This is an optimization exercise on Yosys and OpenROAD, whose aim is small area, a short achievable clock period and few clock cycles per item, not a production implementation.
Function was checked by simulation only, so behaviour that the tests miss may differ from the original.
No activity file was given, so power comes from the tool's default toggle rates. No driver is modelled on the clock port, so clocking that relies on it looks cheaper here than on a real chip.

run A:
// binary_neighborhood_count_3x3
module binary_neighborhood_count_3x3 (
  input  logic        clk_i,
  input  logic        rst_ni,
  input  logic        in_valid_i,
  output logic        in_stall_o,
  input  logic        pixel_i,
  output logic        out_valid_o,
  input  logic        out_stall_i,
  output logic [3:0]  count_o,
  output logic [9:0]  row_o,
  output logic [9:0]  column_o,
  output logic        run_end_o,
  output logic        image_end_o,
  input  logic        cfg_valid_i,
  output logic        cfg_ready_o,
  input  logic [1:0]  cfg_index_i,
  input  logic [10:0] cfg_data_i
);
  localparam int RES_UP_PREV   = 0;   
  localparam int RES_UP_CUR    = 1;   
  localparam int RES_LAST_PREV = 2;   
  localparam int RES_LAST_CUR  = 3;   
  function automatic logic [9:0] inc10(input logic [9:0] x);
    for (int i = 0; i < 10; i++) begin
      inc10[i] = x[i] ^ (&(x | ~((10'd1 << i) - 10'd1)));
    end
  endfunction
  ...
For scale: ~48 I/O pins.
Settings: LEC_CHECK=0, CAP_MARGIN=20, CORE_MARGIN=2, CORE_UTILIZATION=60, CTS_CLUSTER_DIAMETER=100, CTS_CLUSTER_SIZE=30, PLACE_DENSITY=0.7, SETUP_SLACK_MARGIN=4.5, SLEW_MARGIN=20, TNS_END_PERCENT=10; clock period 7.0 ns.
run.sh (not shown) runs the stock make flow with config.mk's settings and CLKGATE_MAP_FILE= SYNTH_SCRIPT=/design/flow/synth_recipe.tcl, a recipe that flattens the netlist after the stock synthesis.
Testbench counts of run A, summed over its fixed seeds: cycles 271,222, items 253,450.
--- input diff run A..run B ---
- swapping 4.5 for 4.0 in SETUP_SLACK_MARGIN
==> flow/flow/run.sh (new file) <==
#!/bin/bash
cp standard.sh standard_sh.log
cp config.mk config_mk.log
export CTS_ARGS="-sink_clustering_enable -repair_clock_nets -sink_clustering_size 30 -sink_clustering_max_diameter 100 -dont_use_dummy_load"
export BUFFER_PORTS_ARGS="-buffer_cell sky130_fd_sc_hd__buf_2"
bash standard.sh > standard.log 2>&1
==> flow/standard.sh (new file) <==
#!/bin/bash
# synth_recipe.tcl (not shown) runs the flow's synth.tcl, then flattens the netlist and writes it again
# the make line also repeats each setting of config.mk as NAME=value (left out here)
make -C /OpenROAD-flow-scripts/flow DESIGN_CONFIG=/design/flow/config.mk WORK_HOME=/design/flow/orfs CLKGATE_MAP_FILE= SYNTH_SCRIPT=/design/flow/synth_recipe.tcl "${@:-finish}"
removed: flow/run.sh
Results
Run B vs. run A: non-clock buffer count went down by 119; multi-input gate share of total cell area went down by 0.55 points; arrival time of data at the critical path endpoint went up by 0.42 ns; layout overhead on the synthesized area went down by 3.6 points; global-route wire length before repair went down by about 2.2%.
Compared with run A, first-iteration DRC count in run B decreased by a few percent.
Compared with run A, run B shows static leakage power that has gone down by a few percent.
Relative slew slack on run B is down relative to run A.
The inputs of run C differ from those of run B as listed below.
- SETUP_SLACK_MARGIN changed from 4.0 to 4.5
--- outcome ---
Run C vs run B — final area climbed by a few percent
On clock skew, run B beats run C.
Diff run B -> run C | length of routed met3 wiring | decrease of about 8%
In run C the clock buffer instance count of the final layout turned out 1 lower than in run B.
Wire length (run C vs. run B) increases by a few percent
Run C: power is about 3% higher than what run B reported.
The inputs of run D differ from those of run C as listed below.
- SETUP_SLACK_MARGIN changed from 4.5 to 4.0
==> flow/run.sh (new file) <==
#!/bin/bash
# synth_recipe.tcl (not shown) runs the flow's synth.tcl, then flattens the netlist and writes it again
# the make line also repeats each setting of config.mk as NAME=value (left out here)
make -C /OpenROAD-flow-scripts/flow DESIGN_CONFIG=/design/flow/config.mk WORK_HOME=/design/flow/orfs CLKGATE_MAP_FILE= SYNTH_SCRIPT=/design/flow/synth_recipe.tcl finish
removed: flow/flow/run.sh
removed: flow/standard.sh
Results
On non-clock buffer count in the final layout, the higher figure sits with run C, not run D.
[compare] base=run C new=run D: sequential share of layout area has increased, clock power share now larger, max-cap violation count ~0 delta.
Summary — total clock buffers created by CTS, run D relative to run C: higher, by 1.2%.
Measured against each other, run D and run C differ in cell depth of the worst flop-to-flop path, the lower figure coming from run D.

==> re-timing with driven ports <==
No port has a modelled driver above. Below, the same layouts with a new extraction and two added sets of constraints. Step 1 sets driving cells, clkbuf_16 on the clock port and buf_2 on the other inputs (assumed; they add their load-dependent delay and slew). Step 2 also shifts input and output timing later by t, the mid clock arrival at the registers, as if the neighbouring blocks saw the same clock. a / b / c = no drivers / after step 1 / after step 2; a / b = the first two.
run	t, ns	slack for setup (ns)	slew at the worst register clock pin (ns)
run A	0.776	4.221 / 4.219 / 3.512	0.12 / 0.12
run B	0.769	3.991 / 4.031 / 3.274	0.12 / 0.12
run C	0.760	4.259 / 4.255 / 3.604	0.12 / 0.12
run D	0.782	3.976 / 3.902 / 3.441	0.12 / 0.12
After both steps setup and hold are still met in every run listed. The setup slack of run B, which loses most, moves by +0.040 ns with the drivers and by -0.717 ns with both steps.
